This is an optimization exercise on Yosys and OpenROAD, whose aim is small area, a short achievable clock period and few clock cycles per item, not a production implementation.
In this exercise RTL edits were held to simulation tests only and were not proved equivalent to the original.
No activity file was given, so power comes from the tool's default toggle rates.

**design/flow/run.sh**
```bash
#!/bin/bash
# synth_recipe.tcl (not shown) runs the flow's synth.tcl, then flattens the netlist and writes it again
# the make line also repeats each setting of config.mk as NAME=value (left out here)
make -C /OpenROAD-flow-scripts/flow DESIGN_CONFIG=/design/flow/config.mk WORK_HOME=/design/flow/orfs CLKGATE_MAP_FILE= SYNTH_SCRIPT=/design/flow/synth_recipe.tcl finish
```
**design/flow/config.mk**
```make
export PLATFORM = sky130hd
export DESIGN_NAME = sorted_stream_merge_core
export DESIGN_NICKNAME = sorted_stream_merge_core
export VERILOG_FILES = /design/flow/design.v
export SDC_FILE = /design/flow/constraint.sdc
export NUM_CORES = 4
export LEC_CHECK = 0
export CAP_MARGIN = 20
export CORE_MARGIN = 2
export CORE_UTILIZATION = 40
export CTS_CLUSTER_DIAMETER = 60
export CTS_CLUSTER_SIZE = 20
export PLACE_DENSITY = 0.6
export SETUP_SLACK_MARGIN = 5.0
export SLEW_MARGIN = 20
export TNS_END_PERCENT = 2
```
**design/flow/constraint.sdc**
```tcl
create_clock -name core_clock -period 8.0 [get_ports {clk}]
set_input_delay 1.6000 -clock core_clock [delete_from_list [all_inputs] [get_ports {clk}]]
set_output_delay 1.6000 -clock core_clock [all_outputs]
set_load 0.01 [all_outputs]
```
**design/flow/design.v**
```verilog
package ssm_pkg;
  localparam int QUEUE_DEPTH = 16;
  localparam int PTR_W       = $clog2(QUEUE_DEPTH);
  localparam int CNT_W       = $clog2(QUEUE_DEPTH + 1);
  localparam int VALUE_W     = 32;
  localparam logic LIST_A = 1'b0;
  localparam logic LIST_B = 1'b1;
  typedef struct packed {
    logic                      list_select;
    logic signed [VALUE_W-1:0] element_value;
    logic                      list_end;
  } ssm_in_t;
  typedef struct packed {
    logic signed [VALUE_W-1:0] merged_value;
    logic                      source_list;
    logic                      merge_last;
    logic                      overflow;
  } ssm_out_t;
endpackage
module sorted_stream_merge_core (
  input  logic        clk,
  input  logic        rst,
  input  logic        push_valid,
  output logic        push_ready,
  input  logic [33:0] push_data,
  output logic        merge_valid,
  input  logic        merge_ready,
  output logic [34:0] merge_data
);
  localparam int DEPTH = ssm_pkg::QUEUE_DEPTH;
  localparam int PTR_W = ssm_pkg::PTR_W;
  localparam int CNT_W = ssm_pkg::CNT_W;
  localparam int VW    = ssm_pkg::VALUE_W;
  localparam int NIN   = 3;    
  logic          q_v    [NIN];
  logic          q_list [NIN];
  logic [VW-1:0] q_val  [NIN];
  logic          q_end  [NIN];
  logic          p_valid, p_list, p_end;
  logic [VW-1:0] p_val;
  logic          s_valid, s_list, s_end;
  logic [VW-1:0] s_val;
  assign {p_valid, p_list, p_val, p_end} = {q_v[0], q_list[0], q_val[0], q_end[0]};
  assign {s_valid, s_list, s_val, s_end} = {q_v[1], q_list[1], q_val[1], q_end[1]};
  logic          r_valid, r2_valid;
  logic [34:0]   r_data, r2_data;
  localparam int NSLOT = DEPTH - 1;
  logic [VW-1:0]    mem [NSLOT];
  logic [VW-1:0]    head;       
  logic [NSLOT-1:0] rn, wr;     
  logic [CNT_W-1:0] cnt;        
  logic [CNT_W-1:0] tot;        
  logic [CNT_W-1:0] owed;       
  logic             owed_src;
  logic             owed_last;
  logic             own;
  logic             end_a, end_b;
  assign push_ready  = !q_v[NIN-1];
  assign merge_valid = r_valid;
  assign merge_data  = r_data;
  function automatic logic [1:0] cmp2(input logic [VW-1:0] x, input logic [VW-1:0] y);
    logic [VW-1:0] lt, gt;
    integer l, i;
    lt = ~x & y;
    gt = x & ~y;
    lt[VW-1] = x[VW-1] & ~y[VW-1];
    gt[VW-1] = ~x[VW-1] & y[VW-1];
    for (l = 0; l < 5; l = l + 1) begin
      for (i = 0; i < VW / 2; i = i + 1) begin
        if (i < ((VW / 2) >> l)) begin
          lt[i] = lt[2*i+1] | (~gt[2*i+1] & lt[2*i]);
          gt[i] = gt[2*i+1] | (~lt[2*i+1] & gt[2*i]);
        end
      end
    end
    cmp2 = {lt[0], gt[0]};
  endfunction
  logic rfree, have, full, space, busy, end_own, end_p, end_np, head_wins;
  logic p_vs;    
  assign rfree     = !r2_valid;
  assign have      = (cnt != '0);
  assign full      = (cnt == CNT_W'(DEPTH));
  assign space     = (tot != CNT_W'(DEPTH));
  assign busy      = (owed != '0);
  assign end_own   = own ? end_b : end_a;
  assign end_p     = p_list ? end_b : end_a;
  assign end_np    = p_list ? end_a : end_b;
  assign p_vs      = p_valid && have && (own != p_list);
  logic cr_lt, cr_gt, cr_ok;
  assign head_wins = own ? cr_lt : !cr_gt;
  logic          emit, e_src, e_last, e_ovf, e_held;
  logic          pop, owed_pop, live_pop, write, dbl, p_take, s_take;
  logic          set_end, clr_end, own_set, s_own, to_owed;
  logic [15:0] step [4];
  for (genvar g = 0; g < 4; g++) begin : g_step
    ssm_step u_step (
      .rfree     (g >= 2),
      .head_wins (g % 2 == 1),
      .p_valid   (p_valid),
      .p_list    (p_list),
      .p_end     (p_end),
      .s_valid   (s_valid),
      .s_list    (s_list),
      .s_end     (s_end),
      .have      (have),
      .full      (full),
      .space     (space),
      .busy      (busy),
      .cmp_ok    (cr_ok),
      .one_live  (cnt == CNT_W'(1)),
      .tot_zero  (tot == '0),
      .tot_one   (tot == CNT_W'(1)),
      .one_owed  (owed == CNT_W'(1)),
      .owed_src  (owed_src),
      .owed_last (owed_last),
      .own       (own),
      .end_a     (end_a),
      .end_b     (end_b),
      .ctl       (step[g])
    );
  end
  assign {emit, e_held, e_src, e_last, e_ovf, owed_pop, live_pop, write, dbl, p_take, s_take,
          set_end, clr_end, own_set, s_own, to_owed} = step[{rfree, head_wins}];
  assign pop = owed_pop || live_pop;
  logic [34:0] e_data;
  assign e_data = {e_ovf ? VW'(0) : (e_held ? p_val : head), e_src, e_last, e_ovf};
  logic [CNT_W-1:0] tot_inc, tot_inc2, tot_dec, cnt_inc, cnt_inc2, cnt_dec, owed_dec;
  assign tot_inc  = tot + CNT_W'(1);
  assign tot_inc2 = tot + CNT_W'(2);
  assign tot_dec  = tot - CNT_W'(1);
  assign cnt_inc  = cnt + CNT_W'(1);
  assign cnt_inc2 = cnt + CNT_W'(2);
  assign cnt_dec  = cnt - CNT_W'(1);
  assign owed_dec = owed - CNT_W'(1);
  logic h_empty;
  assign h_empty = (tot == '0) || ((tot == CNT_W'(1)) && pop);
  logic          in0_from_s, slot_from_s;
  logic [VW-1:0] in0, wdata;
  assign in0_from_s  = s_valid && ((p_vs && (s_list == own) && !end_own && !full && space) ||
                                   (p_valid && !have && end_np));
  assign slot_from_s = p_vs || (tot == '0) || ((tot == CNT_W'(1)) && busy && rfree);
  assign in0         = in0_from_s ? s_val : p_val;
  assign wdata       = slot_from_s ? s_val : p_val;
  logic [VW-1:0] slot_rd;
  always_comb begin
    slot_rd = '0;
    for (int i = 0; i < NSLOT; i++) begin
      slot_rd = slot_rd | (mem[i] & {VW{rn[i]}});
    end
  end
  logic slot_app;    
  assign slot_app = h_empty ? dbl : write;
  logic          n_v    [NIN];
  logic          n_list [NIN];
  logic [VW-1:0] n_val  [NIN];
  logic          n_end  [NIN];
  logic          acc, p_rm, s_rm;
  assign acc  = push_valid && push_ready;
  assign p_rm = !p_valid || p_take;
  assign s_rm = s_take;
  always_comb begin
    logic [33:0] e   [NIN+2];
    logic        ev  [NIN+2];
    logic [33:0] sh  [NIN];
    logic        shv [NIN];
    for (int k = 0; k < NIN + 2; k++) begin
      if (k < NIN) begin
        e[k]  = {q_list[k], q_val[k], q_end[k]};
        ev[k] = q_v[k];
      end else begin
        e[k]  = push_data;
        ev[k] = 1'b0;
      end
    end
    for (int k = 0; k < NIN; k++) begin
      if (k == 0) begin
        sh[k]  = p_rm ? (s_rm ? e[k+2] : e[k+1]) : e[k];
        shv[k] = p_rm ? (s_rm ? ev[k+2] : ev[k+1]) : ev[k];
      end else begin
        sh[k]  = (p_rm && s_rm) ? e[k+2] : (p_rm || s_rm) ? e[k+1] : e[k];
        shv[k] = (p_rm && s_rm) ? ev[k+2] : (p_rm || s_rm) ? ev[k+1] : ev[k];
      end
    end
    for (int k = 0; k < NIN; k++) begin
      if (k == 0) begin
        {n_list[k], n_val[k], n_end[k]} = shv[k] ? sh[k] : push_data;
        n_v[k] = shv[k] || acc;
      end else begin
        {n_list[k], n_val[k], n_end[k]} = shv[k] ? sh[k] : push_data;
        n_v[k] = shv[k] || (acc && shv[(k == 0) ? 0 : k-1]);
      end
    end
  end
  logic [1:0] k_hp, k_rp, k_hs, k_ps, k_sp, k_hd;
  assign k_hp = cmp2(head, p_val);       
  assign k_rp = cmp2(slot_rd, p_val);    
  assign k_hs = cmp2(head, s_val);       
  assign k_ps = cmp2(p_val, s_val);      
  assign k_sp = {k_ps[0], k_ps[1]};     
  assign k_hd = cmp2(head, push_data[32:1]);   
  logic h_slot, h_in0, n_hold, n_from_s, n_from_push;
  assign h_slot   = pop && (tot != CNT_W'(1));
  assign h_in0    = !h_slot && h_empty;
  assign n_hold   = !p_rm;
  assign n_from_s = p_rm && !s_rm && s_valid;
  assign n_from_push = p_rm && !(s_valid && !s_rm) && !(q_v[2] && (s_rm || !s_valid));
  logic [1:0] k_next;
  logic       k_ok;
  always_comb begin
    k_next = k_hp;
    k_ok   = 1'b0;
    if (n_hold) begin
      if (h_slot) begin
        k_next = k_rp;
        k_ok   = 1'b1;
      end else if (h_in0) begin
        k_next = k_sp;
        k_ok   = in0_from_s;
      end else begin
        k_next = k_hp;
        k_ok   = 1'b1;
      end
    end else if (n_from_s) begin
      if (h_slot) begin
        k_next = k_hs;
        k_ok   = 1'b0;
      end else if (h_in0) begin
        k_next = k_ps;
        k_ok   = !in0_from_s;
      end else begin
        k_next = k_hs;
        k_ok   = 1'b1;
      end
    end else if (n_from_push) begin
      k_next = k_hd;
      k_ok   = !h_slot && !h_in0;
    end
  end
  always_ff @(posedge clk) begin
    if (rst) begin
      for (int k = 0; k < NIN; k++) q_v[k] <= 1'b0;
      cr_ok   <= 1'b0;
      r_valid <= 1'b0;
      r2_valid <= 1'b0;
      rn      <= NSLOT'(1);
      wr      <= NSLOT'(1);
      cnt     <= '0;
      tot     <= '0;
      owed    <= '0;
      end_a   <= 1'b0;
      end_b   <= 1'b0;
    end else begin
      for (int k = 0; k < NIN; k++) q_v[k] <= n_v[k];
      cr_ok <= k_ok;
      if (!r_valid || merge_ready) begin
        r_valid  <= r2_valid || emit;
        r2_valid <= 1'b0;
      end else if (emit) begin
        r2_valid <= 1'b1;
      end
      if (pop && (tot != CNT_W'(1))) rn <= {rn[NSLOT-2:0], rn[NSLOT-1]};
      if (slot_app)                  wr <= {wr[NSLOT-2:0], wr[NSLOT-1]};
      if (dbl)                tot <= pop ? tot_inc : tot_inc2;
      else if (write && !pop) tot <= tot_inc;
      else if (pop && !write) tot <= tot_dec;
      if (to_owed) begin
        owed <= cnt;
        cnt  <= '0;
      end else begin
        if (owed_pop) owed <= owed_dec;
        if (dbl)                          cnt <= live_pop ? cnt_inc : cnt_inc2;
        else if (write && !live_pop)      cnt <= cnt_inc;
        else if (live_pop && !write)      cnt <= cnt_dec;
      end
      if (clr_end) begin
        end_a <= 1'b0;
        end_b <= 1'b0;
      end else if (set_end) begin
        if (p_list) end_b <= 1'b1;
        else        end_a <= 1'b1;
      end
      if (s_take && s_end) begin
        if (s_list) end_b <= 1'b1;
        else        end_a <= 1'b1;
      end
    end
  end
  always_ff @(posedge clk) begin
    for (int k = 0; k < NIN; k++) begin
      q_list[k] <= n_list[k];
      q_val[k]  <= n_val[k];
      q_end[k]  <= n_end[k];
    end
    {cr_lt, cr_gt} <= k_next;
    if (!r_valid || merge_ready) begin
      r_data <= r2_valid ? r2_data : e_data;
    end
    if (!r2_valid) begin
      r2_data <= e_data;
    end
    if (own_set) begin
      own <= p_list;
    end else if (s_own) begin
      own <= s_list;
    end
    if (to_owed) begin
      owed_src  <= own;
      owed_last <= end_own;
    end
    for (int i = 0; i < NSLOT; i++) begin
      if (space && wr[i]) mem[i] <= wdata;
    end
    if (pop && (tot != CNT_W'(1))) begin
      head <= slot_rd;
    end else if (h_empty) begin
      head <= in0;
    end
  end
endmodule
module ssm_step (
  input  logic        rfree,
  input  logic        head_wins,
  input  logic        p_valid,
  input  logic        p_list,
  input  logic        p_end,
  input  logic        s_valid,
  input  logic        s_list,
  input  logic        s_end,
  input  logic        have,
  input  logic        full,
  input  logic        space,
  input  logic        busy,
  input  logic        cmp_ok,
  input  logic        one_live,
  input  logic        tot_zero,
  input  logic        tot_one,
  input  logic        one_owed,
  input  logic        owed_src,
  input  logic        owed_last,
  input  logic        own,
  input  logic        end_a,
  input  logic        end_b,
  output logic [15:0] ctl
);
  logic end_own, end_p, end_np, s_cand;
  assign end_own = own ? end_b : end_a;
  assign end_p   = p_list ? end_b : end_a;
  assign end_np  = p_list ? end_a : end_b;
  assign s_cand  = s_valid && (s_list == own) && !end_own && !full && space;
  logic emit, e_src, e_last, e_ovf, e_held;
  logic owed_pop, live_pop, write, dbl, p_take, s_take;
  logic set_end, clr_end, own_set, s_own, to_owed;
  always_comb begin
    emit     = 1'b0;
    e_held   = 1'b0;    
    e_src    = own;
    e_last   = 1'b0;
    e_ovf    = 1'b0;
    owed_pop = 1'b0;
    live_pop = 1'b0;
    write    = 1'b0;
    dbl      = 1'b0;
    p_take   = 1'b0;
    s_take   = 1'b0;
    set_end  = 1'b0;
    clr_end  = 1'b0;
    own_set  = 1'b0;
    s_own    = 1'b0;
    to_owed  = 1'b0;
    if (busy && rfree) begin
      emit     = 1'b1;
      owed_pop = 1'b1;
      e_src    = owed_src;
      e_last   = one_owed && owed_last;
    end
    if (p_valid) begin
      if (!have) begin
        if (end_np) begin
          if (!busy && rfree) begin
            emit    = 1'b1;
            e_held  = 1'b1;
            e_src   = p_list;
            e_last  = end_p || p_end;
            clr_end = e_last;
            p_take  = 1'b1;
            if (s_valid && (e_last || (s_list != p_list))) begin
              write   = 1'b1;
              s_take  = 1'b1;
              s_own   = 1'b1;
            end
          end
        end else if (space) begin
          write   = 1'b1;
          own_set = 1'b1;
          set_end = p_end;
          p_take  = 1'b1;
          if (s_valid && (s_list == p_list) && (tot_zero || (tot_one && owed_pop))) begin
            dbl    = 1'b1;
            s_take = 1'b1;
          end
        end
      end else if (own == p_list) begin
        if (full) begin
          if (rfree) begin
            emit   = 1'b1;
            e_src  = 1'b0;
            e_ovf  = 1'b1;
            p_take = 1'b1;
          end
        end else if (space) begin
          write   = 1'b1;
          set_end = p_end;
          p_take  = 1'b1;
        end
      end else if (!busy && rfree && cmp_ok) begin
        emit = 1'b1;
        if (head_wins) begin
          live_pop = 1'b1;
          if (s_cand) begin
            write  = 1'b1;
            s_take = 1'b1;
          end else if ((one_live) && !end_own) begin
            write   = 1'b1;
            own_set = 1'b1;
            set_end = p_end;
            p_take  = 1'b1;
            if (s_valid && (s_list == p_list)) begin
              dbl    = 1'b1;
              s_take = 1'b1;
            end
          end
        end else begin
          e_held = 1'b1;
          e_src  = p_list;
          p_take = 1'b1;
          if (end_p || p_end) begin
            to_owed = 1'b1;
            clr_end = end_own;
            set_end = !end_own;
          end else if (s_valid && (s_list == own) && !full && space) begin
            write  = 1'b1;
            s_take = 1'b1;
          end
        end
      end else if (s_cand) begin
        write  = 1'b1;
        s_take = 1'b1;
      end
    end
  end
  assign ctl = {emit, e_held, e_src, e_last, e_ovf, owed_pop, live_pop, write, dbl, p_take, s_take,
                set_end, clr_end, own_set, s_own, to_owed};
endmodule
```
==> results.txt, run 1 <==
status: complete, no violations
routed len/inst: 25.67 um
Via density: 5.982
crit-path max FO: 9
total negative slack: 0 ps
Worst Max-Slew Pin Slew: 988.2 ps
IO Pins: 75
crit path cell chain: buf_12 -> a222oi_1 -> and3_1 -> nand4_1 -> buf_4 -> maj3_2 -> o21a_1 -> a21oi_2 -> maj3_2 -> nand3b_1 -> a21oi_4 -> o21ai_2 -> a22oi_2
largest net degree at the start of global routing: 61
Min-Delay Endpoint: r2_data[9]
crit path capture type: flip-flop
clock latency (worst-skew pair): 670 ps
fin util: 47.72%
MaxCap Viol Count: 0
die width: 292.0 um
WP data required: 8560 ps
ratio of cells with drive above 1 in the final layout: 20.56%
Setup WS post-layout: 4825 ps
post-route design area: 0.03918 sq mm
row count: 105
critical path's slowest cell: dfxtp_4
mean area per synthesized cell: 12.72 sq um
Min Clock Period, post-route: 3175 ps
hpwl dp: 55.83 mm
DRC viols: 0
# fillers: 7037
gr usage total: 22.99%
DP Worst Slack: 2894 ps
Max VDD drop: 222.1 uV
number of routed nets with antenna violations: 0
CP startpoint kind: flip-flop
Synth async-reset ratio: 0%
Detailed Routing Iterations Pass 1: 6
DRT iter0 DRCs: 2753
CTS HTree Levels: 2
most common cell after layout, fill and taps aside: edfxtp_1
clk buf depth: 3
cell mode on critical path: maj3_2
Reg2Reg Depth: 13
Synth Net Count: 2661
Worst-path clk slew: 80 ps
synthesized flop and latch total: 742
Die Span Y: 292.0 um
Netlist Area Pre-Place: 0.03319 sq mm
final setup vio count: 0
vias in the first global route: 22330
number of hold buffers added after CTS: 0
Yosys cell types: 91
placed cell area: 0.03516 sq mm
number of synthesized flops with an enable pin: 652
final layout net count: 2816
P_leak: 0.01343 uW
P per Cell Area: 387.0 mW/mm^2
end of the worst register-to-register path: cr_lt
ys flop type: edfxtp_1
Max transition margin: 33.96%
global-route wire length before repair: 147.2 mm
total gr overflow: 0
Hold Vio Cnt, Final: 0
core footprint: 0.08211 sq mm
worst hold path depth: 2
CTS tree: yes
most frequent cells in the layout: edfxtp_1 (652), nand2_1 (210), o21ai_0 (200), a22oi_1 (159), a21oi_1 (135)
Worst Hold Launch: r2_data[9]
hold crit path type: reg2reg
Sink Count: 742
clk_skew: 51.89 ps
GPL Wtd Cong: 0.8799
TritonCTS Buffers: 52
final WL: 99.61 mm
area delta synth->final: 18.07%
yosys warns: 29
CTS root buf: clkbuf_16
crit path DAT: 3740 ps
Synth Instances: 2609
reg-to-reg slack, setup: 4820 ps
slowest stage delay, CP: 370 ps
f_max: 0.3149 GHz
critical path type: reg2reg
initial core utilization: 40.42%
IO Port Bufs: 74
reg2reg start: rn[1]
full die area: 0.08528 sq mm
max-slew violations: 0
Tcrit/Tclk final: 39.69%
initial antenna violation count: 2
vias: 23210
register area share after synthesis: 64.43%
RSZ-0062 raised after global routing: yes
## worst max path at each step
stage / start / end / cells past startpoint
floorplan: push_data[25] / cr_gt / 10
global placement: q_list[0] / q_val[1][0] / 10
detailed placement: cnt[1] / q_end[1] / 13
CTS: rn[0] / cr_lt / 12
global route: rn[1] / cr_lt / 13
finish: rn[1] / cr_lt / 13
## cell families (layout without fill, tap and decap cells)
kind of cell / Yosys count / count (layout) / share of synthesized area (%)
AOI/OAI and AO/OA: 735 / 735 / 14.30
xor gates and xnor gates: 15 / 15 / 0.4185
adders and majority gates: 139 / 139 / 4.325
buffers and inverters: 241 / 438 / 3.129
DFF: 742 / 742 / 64.43
muxes: 115 / 115 / 4.083
other: 0 / 3 / 0
and+or+nand+nor: 622 / 623 / 9.316
## final cells by class
type	count	area, sq um	area share (%)
sequential	742	21430	54.69
multi-input combinational	1627	11640	29.71
timing repair buffer	255	2655	6.776
clock buffer	74	1425	3.637
tap	1070	1339	3.417
inverter	84	347.8	0.8877
clock inverter	23	317.8	0.8111
timing repair inverter	2	17.52	0.04471
antenna	3	7.507	0.01916
## flip-flops by register name, indices dropped and copies added (netlist names), 3 cells and up
signal   count
mem        480
q_val       96
q_v          3
r_data      35
tot          5
wr          15
r2_data     35
cnt          5
rn          15
q_end        3
head        32
q_list       3
owed         5
## per-layer routing
layer  vias up  track usage, %  share of wire, %  routed length, um
met2      1066           38.19                48              47440
met1     11650           31.16                42              41420
li1      10300               -                 -                  -
met5         -               0             0.013                 13
met4         2           7.468               3.3               3295
met3       195           3.166               7.5               7446
## cells in the mapped netlist (10+ instances only)
library cell | count | area (sq um)
and2_1 | 20 | 125.1
buf_2 | 44 | 220.2
buf_1 | 12 | 45.04
maj3_1 | 118 | 1181
o21ai_1 | 10 | 50.05
a222oi_1 | 32 | 320.3
a21oi_1 | 169 | 845.8
mux2_2 | 33 | 371.6
mux2i_1 | 51 | 510.5
a221oi_1 | 23 | 201.4
and3_1 | 20 | 125.1
nand4_1 | 30 | 187.7
edfxtp_1 | 652 | 19580
a22o_1 | 18 | 157.7
nor2b_1 | 46 | 287.8
mux2_4 | 30 | 450.4
a31oi_1 | 18 | 112.6
nand3_1 | 42 | 210.2
dfxtp_1 | 90 | 1802
nor3_1 | 28 | 140.1
nand2_1 | 216 | 810.8
clkbuf_1 | 85 | 319.1
nand2b_1 | 51 | 319.1
nor2_1 | 128 | 480.5
a211oi_1 | 11 | 82.58
o21ai_0 | 221 | 1106
ha_1 | 14 | 175.2
xnor2_1 | 10 | 87.58
a22oi_1 | 160 | 1201
inv_1 | 83 | 311.6
## power breakdown
part           leakage [uW]  switching [uW]  total [uW]  internal (uW)
logic               0.00566            3790        6130           2340
registers           0.00694             559        6260           5710
clock network      0.000832            1460        2770           1310
total                0.0134            5810       15200           9360
## timing repair
action	4_1_cts	5_1_grt
gates resized for setup	221	121
setup buffers	82	25
endpoints found under the setup margin	835	629
pin swaps	63	74
cloned	15	0
## metrics by stage
stage                     hold slack (ps)  total power (uW)  instances
after CTS                           475.3             14790       3852
final                               467.9             15170       3880
after global placement              449.1             11280       3657
after detailed placement            455.6             11450       3658
after floorplan                     422.5              9486       2609
after global routing                487.8             15920       3878
## worst max-delay path: cells and delay by family (launching register included)
kind / cells / cell delay [ps]
adder cells (fa/ha/maj): 2 / 580
AO/OA/AOI/OAI: 6 / 1090
buffers and inverters: 2 / 400
flip-flops: 1 / 370
AND/OR/NAND/NOR: 3 / 620
Testbench counts, summed over its fixed seeds: cycles 5,128, items 4,231.
==> inputs of run 2 (changes only) <==
--- a/design/flow/config.mk
+++ b/design/flow/config.mk
@@ -12,5 +12,5 @@
 export CTS_CLUSTER_SIZE = 20
 export PLACE_DENSITY = 0.6
-export SETUP_SLACK_MARGIN = 5.0
+export SETUP_SLACK_MARGIN = 4.85
 export SLEW_MARGIN = 20
 export TNS_END_PERCENT = 2
==> run 2 against run 1 <==
  * Still clean on timing, DRC and antenna
  * Die area did not move
  * Register-to-register slack got worse by 80 ps
  * Global-route usage fell by 0.90 points
  * Cell area decreased by 1.7%
  * Wire length is 0.81% lower
  * Utilization is 0.79 points lower
  * Clock-buffer cell count shrank 7
  * Synthesized area unchanged
  * Cell count down 0.95%
  * Clock power increased by 2%
  * Via count fell by 1.1%
  * Highest routed layer is now met4
==> results.txt, run 2 <==
max reg flops: 480 (unchanged)
yosys warns: 29 (unchanged)
clk_skew: 41.20 ps (-10.69 ps)
Largest Register: mem
MaxCap Viol Count: 0 (unchanged)
Via density: 5.973 (-0.16%)
total negative slack: 0 ps (unchanged)
core footprint: 0.08211 sq mm (unchanged)
synthesized flop and latch total: 742 (unchanged)
area delta synth->final: 16.11%
total gr overflow: 0 (unchanged)
routed len/inst: 25.71 um (+0.15%)
vias: 22950 (-1.1%)
Synth Instances: 2609 (unchanged)
most frequent cells in the layout: edfxtp_1 (652), nand2_1 (213), o21ai_0 (201), a22oi_1 (159), a21oi_1 (141)
Netlist Area Pre-Place: 0.03319 sq mm (unchanged)
max-slew violations: 0 (unchanged)
DRT iter0 DRCs: 2923 (+6.2%)
P_leak: 0.01318 uW (-1.8%)
f_max: 0.3067 GHz (-2.6%)
initial core utilization: 40.42% (unchanged)
number of routed nets with antenna violations: 0 (unchanged)
CTS HTree Levels: 2 (unchanged)
die width: 292.0 um (unchanged)
ys flop type: edfxtp_1
Worst Hold Launch: r2_data[0]
vias in the first global route: 21790 (-2.4%)
Max transition margin: 30.33% (-3.6 points)
critical path type: reg2reg
crit path capture type: flip-flop
CTS tree: yes
area fraction of the dominant cell type after synthesis: 59.00% (unchanged)
reg2reg start: owed[1]
Detailed Routing Iterations Pass 1: 6 (unchanged)
number of synthesized flops with an enable pin: 652 (unchanged)
Worst-path clk slew: 80 ps (about the same)
Max VDD drop: 252.6 uV (+14%)
Synth async-reset ratio: 0% (unchanged)
gr usage total: 22.09% (-0.90 points)
end of the worst register-to-register path: q_end[1]
Tcrit/Tclk final: 40.75% (+1.1 points)
RSZ-0062 raised after global routing: yes
clock latency (worst-skew pair): 660 ps (about the same)
Worst Setup SP: owed[1]
status: complete, no violations
clk buf depth: 3 (unchanged)
IO Pins: 75 (unchanged)
full die area: 0.08528 sq mm (unchanged)
Synth Net Count: 2661 (unchanged)
CTS root buf: clkbuf_16
crit path DAT: 3640 ps (-100 ps)
biggest regs: mem x480, q_val x96
largest net degree at the start of global routing: 61 (unchanged)
final WL: 98.81 mm (-0.81%)
synth cell count leaders: edfxtp_1 (652), o21ai_0 (221), nand2_1 (216), a21oi_1 (169), a22oi_1 (160)
register area share after synthesis: 64.43% (unchanged)
Die Span Y: 292.0 um (unchanged)
crit-path max FO: 8 (-1)
hpwl dp: 55.57 mm (-0.47%)
final setup vio count: 0 (unchanged)
ratio of cells with drive above 1 in the final layout: 17.65% (-2.9 points)
most common cell after layout, fill and taps aside: edfxtp_1
Min-Delay Endpoint: r2_data[0]
worst hold path depth: 1 (-1)
Synth area leader: edfxtp_1
TritonCTS Buffers: 52 (unchanged)
FF/Latch Area: 0.02143 sq mm (about the same)
hold crit path type: reg2reg
initial antenna violation count: 1 (-1)
row count: 105 (unchanged)
DRC viols: 0 (unchanged)
Min Clock Period, post-route: 3260 ps (+84.73 ps)
multi-input logic area: 0.01134 sq mm (-2.6%)
Reg2Reg Depth: 14 (+1)
CP startpoint kind: flip-flop
mean area per synthesized cell: 12.72 sq um (unchanged)
Sink Count: 742 (unchanged)
fin util: 46.93% (-0.79 points)
Yosys cell types: 91 (unchanged)
# fillers: 7152 (+1.6%)
IO Port Bufs: 74 (unchanged)
Worst Max-Slew Pin Slew: 1038 ps (+49.90 ps)
WP data required: 8380 ps (-180 ps)
global-route wire length before repair: 141.3 mm (-4.0%)
final layout net count: 2783 (-1.2%)
GPL Wtd Cong: 0.8947 (+1.7%)
most frequent cell after synthesis: edfxtp_1
P per Cell Area: 388.7 mW/mm^2 (+0.44%)
Synth area leaders: edfxtp_1 (59%), dfxtp_1 (5.4%), a22oi_1 (3.6%)
reg-to-reg slack, setup: 4740 ps (-80 ps)
Hold Vio Cnt, Final: 0 (unchanged)
-- run 2: cell counts after synthesis --
Identical to the previous run, type by type.
-- run 2: per-layer routing --
layer / share of wire [%] / vias up / global-route usage, %
li1: - / 10250 / -
met1: 41 / 11490 / 29.82
met2: 47 / 1031 / 37.24
met3: 8.0 / 176 / 2.930
met4: 3.2 / 0 / 6.462
met5: 0 / - / 0
-- run 2: worst max-delay path by stage --
stage | cells after the start | end
2_1_floorplan | 10 | cr_gt
3_3_place_gp | 13 | q_val[1][1]
3_5_place_dp | 13 | q_val[1][0]
4_1_cts | 2 | push_ready
5_1_grt | 14 | cr_gt
6_report | 14 | q_end[1]
-- run 2: area by class of cell --
cell class / instances / share of cell area, %
tap: 1070 / 3.474
timing repair buffer: 220 / 5.962
clock inverter: 27 / 1.007
multi-input combinational: 1629 / 29.44
inverter: 84 / 0.8767
timing repair inverter: 2 / 0.04546
sequential: 742 / 55.61
clock buffer: 67 / 3.575
antenna: 2 / 0.01299
-- run 2: cell families after synthesis --
group,synth area share [%]
xor gates and xnor gates,0.4185
and+or+nand+nor,9.316
buffers and inverters,3.129
AOI/OAI and AO/OA,14.30
adders and majority gates,4.325
DFF,64.43
muxes,4.083
-- run 2: per-stage QoR --
stage               power [uW]  cells  area [sq um]  worst slack [ps]  hold slack, ps
global route             15680   3842         38530              4661           499.1
floorplan                 9470   2609         33280              4641           422.5
finish                   14980   3843         38530              4740           464.9
CTS                      14520   3790         37550              4502           469.1
detailed placement       11430   3652         35080              2866           449.9
global placement         11260   3652         35080              3000           432.0
-- run 2: worst max-delay path, cell delays in order (launching register included) --
cell and delay [ps]:
dfxtp_2 340, inv_2 80, ha_4 160, or4b_4 530, nor2_2 110, o211a_1 200
o21ai_2 90, a32oi_4 290, buf_12 170, nor2_4 30, buf_4 150, nand2_8 50
o31a_4 290, buf_12 180, mux2_2 340
-- run 2: where the power goes --
group          total (uW)  switching (uW)  internal (uW)
Sequential           6260             557           5700
Clock                2830            1430           1410
Combinational        5890            3710           2180
Total               15000            5690           9290
-- run 2: repair_timing --
item	CTS	global route
buffers inserted	38	41
hold buffers	0	0
gates cloned	6	10
setup endpoints to repair	652	241
pin swaps	12	45
resized for setup	85	153
==> inputs of run 3 (changes only) <==
--- a/design/flow/config.mk
+++ b/design/flow/config.mk
@@ -9,6 +9,7 @@
 export CORE_MARGIN = 2
 export CORE_UTILIZATION = 40
-export CTS_CLUSTER_DIAMETER = 60
-export CTS_CLUSTER_SIZE = 20
+export CTS_BUF_LIST = sky130_fd_sc_hd__clkbuf_8
+export CTS_CLUSTER_DIAMETER = 50
+export CTS_CLUSTER_SIZE = 12
 export PLACE_DENSITY = 0.6
 export SETUP_SLACK_MARGIN = 4.85
==> run 3 against run 2 <==
  * Still clean
  * Sequential power hardly changed
  * Via count is 0.74% higher
  * Non-clock buffer count is 7 higher
  * Clock skew is 8.7 ps higher
  * Clock-buffer cell count is 16 higher
  * Cell area is 0.55% lower
  * Utilization is 0.26 points lower
  * Worst hold slack worse by 3.0 ps
  * Setup slack worse by 100 ps
  * Combinational power is 1% higher
  * Critical path depth is 12 lower
  * Largest cell class unchanged
  * Highest routed layer unchanged
==> results.txt, run 3 <==
status: complete, no violations
Worst-path clk slew: 100 ps (+20 ps)
hpwl dp: 55.57 mm (unchanged)
vias in the first global route: 21900 (+0.50%)
IO Port Bufs: 74 (unchanged)
Synth area leader: edfxtp_1
placed cell area: 0.03508 sq mm (unchanged)
DRC viols: 0 (unchanged)
synth cell count leaders: edfxtp_1 (652), o21ai_0 (221), nand2_1 (216), a21oi_1 (169), a22oi_1 (160)
Worst Max-Slew Pin Slew: 938.1 ps (-99.97 ps)
ys flop type: edfxtp_1
DP Worst Slack: 2866 ps (unchanged)
total negative slack: 0 ps (unchanged)
critical path type: reg2out
mux contribution to synthesized area: 4.083% (unchanged)
WL met1: 41.06 mm (+0.41%)
Synth async-reset ratio: 0% (unchanged)
initial core utilization: 40.42% (unchanged)
synthesized flop and latch total: 742 (unchanged)
final layout net count: 2817 (+1.2%)
crit path capture type: primary output
Max VDD drop: 247.6 uV (-2.0%)
most frequent cell after synthesis: edfxtp_1
largest net degree at the start of global routing: 61 (unchanged)
area fraction of the dominant cell type after synthesis: 59.00% (unchanged)
most frequent cells in the layout: edfxtp_1 (652), nand2_1 (212), o21ai_0 (200), a22oi_1 (159), a21oi_1 (139)
Largest Register: mem
post-route design area: 0.03832 sq mm (-0.55%)
max-slew violations: 0 (unchanged)
crit-path max FO: 10 (+2)
Setup WS post-layout: 4635 ps (-104.9 ps)
Sw Pwr: 5682 uW (-0.13%)
Die Span Y: 292.0 um (unchanged)
final WL: 98.76 mm (about the same)
most common cell after layout, fill and taps aside: edfxtp_1
Hold Vio Cnt, Final: 0 (unchanged)
Max transition margin: 37.31% (+7.0 points)
Synth Net Count: 2661 (unchanged)
WL met2: 47.26 mm (+0.78%)
number of routed nets with antenna violations: 0 (unchanged)
P_int: 9023 uW (-2.9%)
hold crit path type: reg2reg
core footprint: 0.08211 sq mm (unchanged)
DR WL met3: 7.571 mm (-3.6%)
final setup vio count: 0 (unchanged)
number of synthesized flops with an enable pin: 652 (unchanged)
largest family of logic cells by synthesized area: compound AO/OA/AOI/OAI gates
f_max: 0.2972 GHz (-3.1%)
register area share after synthesis: 64.43% (unchanged)
Via density: 5.938 (-0.58%)
number of hold buffers added after CTS: 0 (unchanged)
die width: 292.0 um (unchanged)
Synth Area in Adders: 4.325% (unchanged)
RSZ-0062 raised after global routing: yes
# fillers: 7177 (+0.35%)
initial antenna violation count: 1 (unchanged)
Crit path max-delay family: buffers and inverters
ratio of cells with drive above 1 in the final layout: 18.82% (+1.2 points)
CTS root buf: clkbuf_8
vias: 23120 (+0.74%)
GPL Wtd Cong: 0.8947 (unchanged)
TritonCTS Buffers: 79 (+52%)
Clk pwr share: 16.8% (-2.1 points)
gr usage total: 21.99% (-0.10 points)
Reg power frac: 42.6% (+0.8 points)
routed len/inst: 25.36 um (-1.4%)
area delta synth->final: 15.48%
IO Pins: 75 (unchanged)
Synth area leaders: edfxtp_1 (59%), dfxtp_1 (5.4%), a22oi_1 (3.6%)
WP data required: 6400 ps (-1980 ps)
Synth Instances: 2609 (unchanged)
mean area per synthesized cell: 12.72 sq um (unchanged)
max reg flops: 480 (unchanged)
MaxCap Viol Count: 0 (unchanged)
P_leak: 0.01324 uW (+0.46%)
DRT iter0 DRCs: 2684 (-8.2%)
Top Layer Used: met4
crit path cell chain: inv_2 -> clkdlybuf4s50_1
Switching Fraction: 38.64% (+0.66 points)
Synth Area in Compound Gates: 14.30% (unchanged)
Comb pwr share: 40.6% (+1.3 points)
Detailed Routing Iterations Pass 1: 6 (unchanged)
Sink Count: 742 (unchanged)
global-route wire length before repair: 140.6 mm (-0.48%)
Tcrit/Tclk final: 42.06% (+1.3 points)
crit path DAT: 1770 ps (-1870 ps)
Worst Path Buf+Inv: 2 (-2)
Min Clock Period, post-route: 3365 ps (+104.9 ps)
clock latency (worst-skew pair): 720 ps (+60 ps)
CTS tree: yes
Simple-Gate Fraction of Synth Area: 9.316% (unchanged)
row count: 105 (unchanged)
CTS HTree Levels: 3 (+1)
P per Cell Area: 383.7 mW/mm^2 (-1.3%)
yosys warns: 29 (unchanged)
critical path's slowest cell: clkdlybuf4s50_1
Netlist Area Pre-Place: 0.03319 sq mm (unchanged)
slowest stage delay, CP: 540 ps (about the same)
Hold WS: 461.9 ps (-2.977 ps)
CP startpoint kind: flip-flop
xor/xnor share of the synthesized area: 0.4185% (unchanged)
Yosys cell types: 91 (unchanged)
full die area: 0.08528 sq mm (unchanged)
clk buf depth: 3 (unchanged)
total gr overflow: 0 (unchanged)
clk_skew: 49.95 ps (+8.744 ps)
biggest regs: mem x480, q_val x96
## run 3: cell counts after synthesis
Identical to the previous run, type by type.
## run 3: what timing repair did
| action | 4_1_cts | 5_1_grt |
|---|---|---|
| gates cloned | 4 | 7 |
| gates resized for setup | 58 | 184 |
| setup endpoints to repair | 688 | 402 |
| buffers inserted | 26 | 65 |
| pin swaps | 10 | 45 |
## run 3: path summary, 6_finish.rpt
path	start	cells past startpoint	endpoint	slack [ps]
max	q_v[2]	2	push_ready	4630
min	r2_data[0]	1	r2_data[0]	460
max reg2reg	own	11	q_val[1][27]	4650
min reg2reg	r2_data[0]	1	r2_data[0]	460
## run 3: kinds of logic after synthesis
kind of cell	Yosys count
AO/OA/AOI/OAI	735
XOR/XNOR	15
adder cells (fa/ha/maj)	139
buffers and inverters	241
flip-flops	742
multiplexers	115
AND/OR/NAND/NOR	622
## run 3: power by group through the flow
stage / clock, uW / sequential, uW / combinational [uW]
after floorplan: 0 / 6120 / 3350
after global placement: 0 / 6290 / 4970
after detailed placement: 0 / 6330 / 5100
after CTS: 2510 / 6250 / 5330
after global routing: 2650 / 6340 / 6410
final: 2470 / 6260 / 5970
## run 3: layout make-up
cell class / instances / area [sq um] / share of cell area [%]
inverter: 84 / 345.3 / 0.9011
sequential: 742 / 21420 / 55.89
timing repair buffer: 227 / 2271 / 5.926
clock buffer: 83 / 1142 / 2.981
multi-input combinational: 1629 / 11400 / 29.75
timing repair inverter: 2 / 17.52 / 0.04571
antenna: 2 / 5.005 / 0.01306
tap: 1070 / 1339 / 3.493
clock inverter: 55 / 380.4 / 0.9925
## run 3: through the flow
stage,total power [uW],utilization [%],std cells
final,14710,46.67,3894
after global routing,15400,46.67,3894
after CTS,14090,45.19,3820
after detailed placement,11430,42.73,3652
after global placement,11260,42.73,3652
after floorplan,9470,-,2609
## run 3: metal layers
metal  GRT usage (%)  vias to the layer above
met1           29.47                    11600
li1                -                    10300
met3           2.991                      199
met2           37.14                     1030
met4           6.663                        0
met5               0                        -
## run 3: worst register-to-register path: stages, from the launching register on
cell	delay, ps
edfxtp_1	510
buf_4	200
buf_4	130
xor2_1	200
nor3_1	130
a221o_1	350
a21oi_4	260
bufinv_16	240
and2_1	160
o31a_4	410
clkbuf_16	220
mux2_4	310
==> inputs of run 4 (changes only) <==
==> design/flow/config.mk (replaced) <==
export PLATFORM = sky130hd
export DESIGN_NAME = sorted_stream_merge_core
export DESIGN_NICKNAME = sorted_stream_merge_core
export VERILOG_FILES = /design/flow/design.v
export SDC_FILE = /design/flow/constraint.sdc
export NUM_CORES = 4
export LEC_CHECK = 0
export CAP_MARGIN = 20
export CORE_MARGIN = 2
export CORE_UTILIZATION = 55
export CTS_CLUSTER_DIAMETER = 60
export CTS_CLUSTER_SIZE = 20
export PLACE_DENSITY = 0.7
export SETUP_SLACK_MARGIN = 5.0
export SLEW_MARGIN = 20
export TNS_END_PERCENT = 2
==> run 4 against run 3 <==
  * Worst hold slack worse by 3.8 ps
  * Die area down 27%
  * Register-to-register slack gained 80 ps
  * Clock skew is 20 ps lower
  * Synthesized cell count unchanged
  * Global-route usage up 7.5 points
  * Flip-flop and latch count is the same
  * Critical path depth increased by 11
  * Largest power group unchanged
  * Setup slack better by 95 ps
  * Total power up 1.3%
==> results.txt, run 4 <==
max-slew violations: 0 (unchanged)
Synth async-reset ratio: 0% (unchanged)
cell mode on critical path: buf_4
total power: 14900 uW (+1.3%)
CTS HTree Levels: 2 (-1)
synth cell count leaders: edfxtp_1 (652), o21ai_0 (221), nand2_1 (216), a21oi_1 (169), a22oi_1 (160)
# diodes: 0 (-2)
crit path DAT: 3670 ps (+1900 ps)
TritonCTS Buffers: 51 (-35%)
final WL: 96.68 mm (-2.1%)
Synth area leader: edfxtp_1
slowest stage delay, CP: 450 ps (-90 ps)
number of hold buffers added after CTS: 0 (unchanged)
Min Clock Period, post-route: 3270 ps (-94.66 ps)
final setup vio count: 0 (unchanged)
hold crit path type: reg2reg
Worst Max-Slew Pin Slew: 1116 ps (+178.2 ps)
clk buf depth: 3 (unchanged)
clk_skew: 29.70 ps (-20.25 ps)
Crit path max-delay family: compound AO/OA/AOI/OAI gates
f_max: 0.3058 GHz (+2.9%)
P per Cell Area: 387.9 mW/mm^2 (+1.1%)
ys flop type: edfxtp_1
core footprint: 0.06002 sq mm (-27%)
most frequent cells in the layout: edfxtp_1 (652), nand2_1 (209), o21ai_0 (195), a22oi_1 (160), a21oi_1 (143)
vias: 23390 (+1.1%)
register area share after synthesis: 64.43% (unchanged)
CTS root buf: clkbuf_16
Largest Register: mem
biggest regs: mem x480, q_val x96
total negative slack: 0 ps (unchanged)
WL met2: 45.60 mm (-3.5%)
yosys warns: 29 (unchanged)
Sink Count: 742 (unchanged)
Max transition margin: 25.58% (-12 points)
reg-to-reg slack, setup: 4730 ps (+80 ps)
status: complete, no violations
Via density: 6.556 (+10%)
final layout net count: 2803 (-0.50%)
crit path capture type: flip-flop
vias in the first global route: 21950 (+0.22%)
Yosys cell types: 91 (unchanged)
P_leak: 0.01327 uW (+0.16%)
critical path's slowest cell: o31a_4
Min-Delay Endpoint: r2_data[0]
DRT iter0 DRCs: 2892 (+7.7%)
WL met1: 37.93 mm (-7.6%)
reg2reg start: cnt[1]
WP data required: 8390 ps (+1990 ps)
Synth Instances: 2609 (unchanged)
hpwl dp: 54.46 mm (-2.0%)
full die area: 0.06232 sq mm (-27%)
Hold Vio Cnt, Final: 0 (unchanged)
most frequent cell after synthesis: edfxtp_1
DRC viols: 0 (unchanged)
total gr overflow: 0 (unchanged)
CTS tree: yes
MaxCap Viol Count: 0 (unchanged)
global-route wire length before repair: 138.2 mm (-1.7%)
# fillers: 4384 (-39%)
RSZ-0062 raised after global routing: yes
IO Port Bufs: 74 (unchanged)
Netlist Area Pre-Place: 0.03319 sq mm (unchanged)
largest net degree at the start of global routing: 61 (unchanged)
Worst-path clk slew: 80 ps (-20 ps)
crit-path max FO: 7 (-3)
CP startpoint kind: flip-flop
number of synthesized flops with an enable pin: 652 (unchanged)
max reg flops: 480 (unchanged)
Synth area leaders: edfxtp_1 (59%), dfxtp_1 (5.4%), a22oi_1 (3.6%)
DP Worst Slack: 2945 ps (+78.60 ps)
area fraction of the dominant cell type after synthesis: 59.00% (unchanged)
crit path cell chain: inv_4 -> ha_2 -> nor4b_4 -> buf_4 -> buf_4 -> a221o_1 -> a21oi_4 -> bufinv_16 -> and2_4 -> o31a_4 -> buf_6 -> buf_16 -> mux2_4
GPL Wtd Cong: 0.8853 (-1.1%)
Worst Path Buf+Inv: 6 (+4)
Setup WS post-layout: 4730 ps (+94.66 ps)
Die Span Y: 249.6 um (-15%)
most common cell after layout, fill and taps aside: edfxtp_1
Worst Hold Launch: r2_data[0]
Max VDD drop: 385.1 uV (+56%)
initial core utilization: 55.29% (+15 points)
DR WL met3: 9.800 mm (+29%)
area delta synth->final: 15.77%
mean area per synthesized cell: 12.72 sq um (unchanged)
Hold WS: 458.1 ps (-3.810 ps)
clock latency (worst-skew pair): 640 ps (-80 ps)
routed len/inst: 27.10 um (+6.9%)
row count: 90 (-14%)
ratio of cells with drive above 1 in the final layout: 19.17% (+0.36 points)
Detailed Routing Iterations Pass 1: 8 (+2)
critical path type: reg2reg
Reg2Reg Depth: 13 (+2)
Top Layer Used: met4
IO Pins: 75 (unchanged)
synthesized flop and latch total: 742 (unchanged)
Tcrit/Tclk final: 40.88% (-1.2 points)
gr usage total: 29.51% (+7.5 points)
end of the worst register-to-register path: q_val[1][30]
initial antenna violation count: 0 (-1)
number of routed nets with antenna violations: 0 (unchanged)
worst hold path depth: 1 (unchanged)
Synth Net Count: 2661 (unchanged)
die width: 249.6 um (-15%)
## run 4: final cells by class
type                       instances  area, sq um  share of cell area (%)
clock inverter                    26        334.1                  0.8695
timing repair buffer             242         2539                   6.608
clock buffer                      61         1314                   3.420
multi-input combinational       1628        11440                   29.79
inverter                          84        350.3                  0.9119
tap                              782        978.4                   2.547
sequential                       742        21440                   55.81
timing repair inverter             2        17.52                 0.04559
## run 4: where the power goes
part           internal (uW)  leakage, uW  switching, uW  total (uW)
Clock                   1320     0.000793           1370        2690
Sequential              5710      0.00694            576        6290
Combinational           2230      0.00553           3700        5930
Total                   9250       0.0133           5650       14900
## run 4: cells by family after synthesis
kind of cell	after synthesis	synth area share, %
AOI/OAI and AO/OA	735	14.30
xor gates and xnor gates	15	0.4185
adders and majority gates	139	4.325
buffers and inverters	241	3.129
DFF	742	64.43
muxes	115	4.083
and+or+nand+nor	622	9.316
## run 4: layer usage
| metal | vias to the layer above | track usage, % |
|---|---|---|
| li1 | 10250 | - |
| met1 | 11530 | 41.32 |
| met2 | 1386 | 47.67 |
| met3 | 218 | 4.318 |
| met4 | 0 | 9.776 |
| met5 | - | 0 |
## run 4: worst max-delay path by stage
stage | cells after the start | to | slack (ps) | from
after CTS | 11 | cr_gt | 4620 | push_data[13]
after global routing | 16 | cnt[2] | 4670 | q_list[0]
after floorplan | 10 | cr_gt | 4640 | push_data[25]
final | 13 | q_val[1][30] | 4730 | cnt[1]
after global placement | 10 | q_val[1][0] | 3000 | q_list[0]
after detailed placement | 13 | q_val[1][0] | 2940 | tot[1]
## run 4: stage by stage
step / area (sq um) / util (%) / instances
floorplan: 33320 / - / 2609
global placement: 34720 / 57.85 / 3359
detailed placement: 34720 / 57.85 / 3359
CTS: 37350 / 62.22 / 3505
global route: 38420 / 64.01 / 3567
finish: 38420 / 64.01 / 3567
## run 4: worst reg2reg max path: cells and delay by family (launching register included)
| family | cells | cell delay, ps |
|---|---|---|
| compound gates | 3 | 1030 |
| fa+ha+maj | 1 | 190 |
| buf+inv | 6 | 880 |
| flops | 1 | 390 |
| mux | 1 | 290 |
| simple gates | 2 | 280 |
## run 4: timing repair
item,in CTS,in global routing
setup buffers,50,54
gates resized for setup,108,165
gates cloned,9,8
endpoints found under the setup margin,829,408
pin swaps,21,57
==> inputs of run 5 (changes only) <==
--- a/design/flow/config.mk
+++ b/design/flow/config.mk
@@ -8,9 +8,9 @@
 export CAP_MARGIN = 20
 export CORE_MARGIN = 2
-export CORE_UTILIZATION = 55
+export CORE_UTILIZATION = 40
 export CTS_CLUSTER_DIAMETER = 60
 export CTS_CLUSTER_SIZE = 20
-export PLACE_DENSITY = 0.7
+export PLACE_DENSITY = 0.6
 export SETUP_SLACK_MARGIN = 5.0
 export SLEW_MARGIN = 20
-export TNS_END_PERCENT = 2
+export TNS_END_PERCENT = 0
==> run 5 against run 4 <==
  * Die area grew 37%
  * Clock-buffer cell count is the same
  * Still clean on timing, DRC and antenna
  * Critical endpoint is now q_val[1][27]
  * Clock power increased by 2%
  * Fmax increased by 0.73%
  * First-iteration DRC count down 7.2%
  * Register-to-register slack improved by 20 ps
  * Wire length is 2.6% higher
==> results.txt, run 5 <==
number of hold buffers added after CTS: 0 (unchanged)
CP startpoint kind: flip-flop
clk_skew: 37.92 ps (+8.224 ps)
Max transition margin: 23.26% (-2.3 points)
Netlist Area Pre-Place: 0.03319 sq mm (unchanged)
Max VDD drop: 227.1 uV (-41%)
DRT iter0 DRCs: 2685 (-7.2%)
mean area per synthesized cell: 12.72 sq um (unchanged)
hpwl dp: 55.97 mm (+2.8%)
critical path type: reg2reg
vias in the first global route: 21880 (-0.33%)
max reg flops: 480 (unchanged)
final layout net count: 2795 (-0.29%)
Synth async-reset ratio: 0% (unchanged)
max-slew violations: 0 (unchanged)
reg2reg start: q_list[0]
final setup vio count: 0 (unchanged)
reg-to-reg slack, setup: 4750 ps (+20 ps)
CTS tree: yes
placed insts: 3647 (+8.6%)
FF/Latch Area: 0.02144 sq mm (about the same)
WP data required: 8390 ps (about the same)
total negative slack: 0 ps (unchanged)
full die area: 0.08528 sq mm (+37%)
P per Cell Area: 387.4 mW/mm^2 (-0.13%)
ys flop type: edfxtp_1
Worst-path clk slew: 80 ps (about the same)
core footprint: 0.08211 sq mm (+37%)
worst hold path depth: 2 (+1)
Min-Delay Endpoint: r2_data[9]
total gr overflow: 0 (unchanged)
synth cell count leaders: edfxtp_1 (652), o21ai_0 (221), nand2_1 (216), a21oi_1 (169), a22oi_1 (160)
TritonCTS Buffers: 51 (unchanged)
RSZ-0062 raised after global routing: yes
# fillers: 7088 (+62%)
Worst Max-Slew Pin Slew: 1151 ps (+34.79 ps)
CTS root buf: clkbuf_16
routed len/inst: 25.79 um (-4.9%)
most frequent cell after synthesis: edfxtp_1
Synth area leader: edfxtp_1
number of routed nets with antenna violations: 0 (unchanged)
P_leak: 0.01321 uW (-0.39%)
final WL: 99.17 mm (+2.6%)
hold crit path type: reg2reg
DRC viols: 0 (unchanged)
crit-path max FO: 22 (+15)
Synth Instances: 2609 (unchanged)
register area share after synthesis: 64.43% (unchanged)
Largest Register: mem
Yosys cell types: 91 (unchanged)
area delta synth->final: 16.53%
most common cell after layout, fill and taps aside: edfxtp_1
initial core utilization: 40.42% (-15 points)
global-route wire length before repair: 141.3 mm (+2.2%)
largest net degree at the start of global routing: 61 (unchanged)
multi-input logic area: 0.01142 sq mm (-0.20%)
number of synthesized flops with an enable pin: 652 (unchanged)
gr usage total: 21.97% (-7.5 points)
die width: 292.0 um (+17%)
crit path capture type: flip-flop
CTS HTree Levels: 2 (unchanged)
clock latency (worst-skew pair): 660 ps (+20 ps)
biggest regs: mem x480, q_val x96
status: complete, no violations
MaxCap Viol Count: 0 (unchanged)
clk buf depth: 3 (unchanged)
Reg2Reg Depth: 12 (-1)
Die Span Y: 292.0 um (+17%)
area fraction of the dominant cell type after synthesis: 59.00% (unchanged)
crit path DAT: 3630 ps (-40 ps)
Sink Count: 742 (unchanged)
end of the worst register-to-register path: q_val[1][27]
f_max: 0.3080 GHz (+0.73%)
ratio of cells with drive above 1 in the final layout: 18.49% (-0.69 points)
Tcrit/Tclk final: 40.58% (-0.30 points)
yosys warns: 29 (unchanged)
fin util: 47.09% (-17 points)
Via density: 5.977 (-8.8%)
Hold Vio Cnt, Final: 0 (unchanged)
GPL Wtd Cong: 0.8430 (-4.8%)
initial antenna violation count: 1 (+1)
Detailed Routing Iterations Pass 1: 6 (-2)
IO Pins: 75 (unchanged)
Synth Net Count: 2661 (unchanged)
Min Clock Period, post-route: 3247 ps (-23.69 ps)
synthesized flop and latch total: 742 (unchanged)
vias: 22990 (-1.7%)
IO Port Bufs: 74 (unchanged)
row count: 105 (+17%)
Worst Hold Launch: r2_data[9]
final non-filler cell total: 3846 (+7.8%)
most frequent cells in the layout: edfxtp_1 (652), nand2_1 (210), o21ai_0 (200), a22oi_1 (160), a21oi_1 (145)
Synth area leaders: edfxtp_1 (59%), dfxtp_1 (5.4%), a22oi_1 (3.6%)
## run 5: cell counts after synthesis
Identical to the previous run, type by type.
## run 5: worst max-delay path by stage
stage	cells past startpoint	startpoint	slack, ps	to
2_1_floorplan	10	push_data[25]	4640	cr_gt
3_3_place_gp	13	tot[1]	2810	q_val[1][1]
3_5_place_dp	13	tot[1]	2620	q_val[1][0]
4_1_cts	13	rn[0]	4650	cr_lt
5_1_grt	13	cnt[1]	4660	q_val[1][26]
6_report	12	q_list[0]	4750	q_val[1][27]
## run 5: where the power goes
part | internal [uW] | switching, uW | total (uW)
Combinational | 2230 | 3750 | 5980
Clock | 1310 | 1430 | 2740
Sequential | 5710 | 549 | 6260
Total | 9250 | 5730 | 15000
## run 5: timing repair
action / in CTS / in global routing
pin swaps: 15 / 49
resized for setup: 113 / 164
endpoints found under the setup margin: 865 / 698
buffers inserted: 35 / 59
gates cloned: 7 / 12
## run 5: critical path, cell delays in order, from the launching register on
cell and delay, ps:
edfxtp_1 460, buf_4 200, buf_4 170, xor2_4 200
nor3_2 100, a221o_1 340, a21oi_4 140, buf_12 150
clkinv_16 90, and2_1 180, o31a_4 440, clkbuf_16 210
mux2_4 290
## run 5: kinds of logic (layout without fill, tap and decap cells)
| group | count (synthesis) | after routing | synth area share (%) |
|---|---|---|---|
| flops | 742 | 742 | 64.43 |
| compound gates | 735 | 736 | 14.30 |
| simple gates | 622 | 626 | 9.316 |
| buf+inv | 241 | 402 | 3.129 |
| fa+ha+maj | 139 | 139 | 4.325 |
| mux | 115 | 115 | 4.083 |
| xor+xnor | 15 | 15 | 0.4185 |
| other cells | 0 | 1 | 0 |
## run 5: final cells by class
class / count / area share, %
Antenna cell: 1 / 0.006471
Clock buffer: 61 / 3.562
Clock inverter: 24 / 0.8510
Inverter: 84 / 0.8995
Multi-Input combinational cell: 1631 / 29.53
Sequential cell: 742 / 55.45
Tap cell: 1070 / 3.462
Timing Repair Buffer: 232 / 6.209
Timing Repair inverter: 1 / 0.02912
## run 5: layer usage
layer  GRT usage, %  part of all wire (%)
met5              0                     0
met4          5.808                   2.8
met3          2.535                   7.0
met2          36.97                    48
met1          30.20                    42
## run 5: stage by stage
step | cell area [sq um] | total power (uW) | worst slack [ps] | hold WS, ps
after floorplan | 33250 | 9458 | 4641 | 422.5
after global placement | 35020 | 11240 | 2806 | 436.2
after detailed placement | 35020 | 11410 | 2624 | 452.4
after CTS | 37480 | 14500 | 4653 | 472.9
after global routing | 38670 | 15710 | 4662 | 497.5
final | 38670 | 14980 | 4753 | 468.1

## re-timing with driven ports
The flow's constraints put no driver on any port. The routed layouts listed below were extracted and timed again, unchanged, in two steps.
Step 1: set_driving_cell puts a clkbuf_16 on clk and a buf_2 on each other input, an assumption about the parent block.
Step 2 adds t to the input delays and takes it off the output delays; t is the mean of the earliest and latest rising clock arrival at the registers after step 1. Input paths then give back, and output paths get back, about the clock's delay inside the block.
Slacks: ideal / step 1 / step 2; pairs: ideal / step 1.
run	shift t [ns]	setup WS [ns]	worst setup path after step 2
run 1	0.707	4.825 / 4.793 / 4.114	input to register
run 2	0.700	4.740 / 4.740 / 4.098	input to register
run 3	0.760	4.635 / 4.573 / 4.178	input to register
run 4	0.684	4.730 / 4.730 / 4.156	input to register
run 5	0.704	4.753 / 4.753 / 4.109	input to register
After both steps setup and hold are still met in every run listed. The setup slack of run 1, which loses most, moves by -0.032 ns with the drivers and by -0.711 ns with both steps.
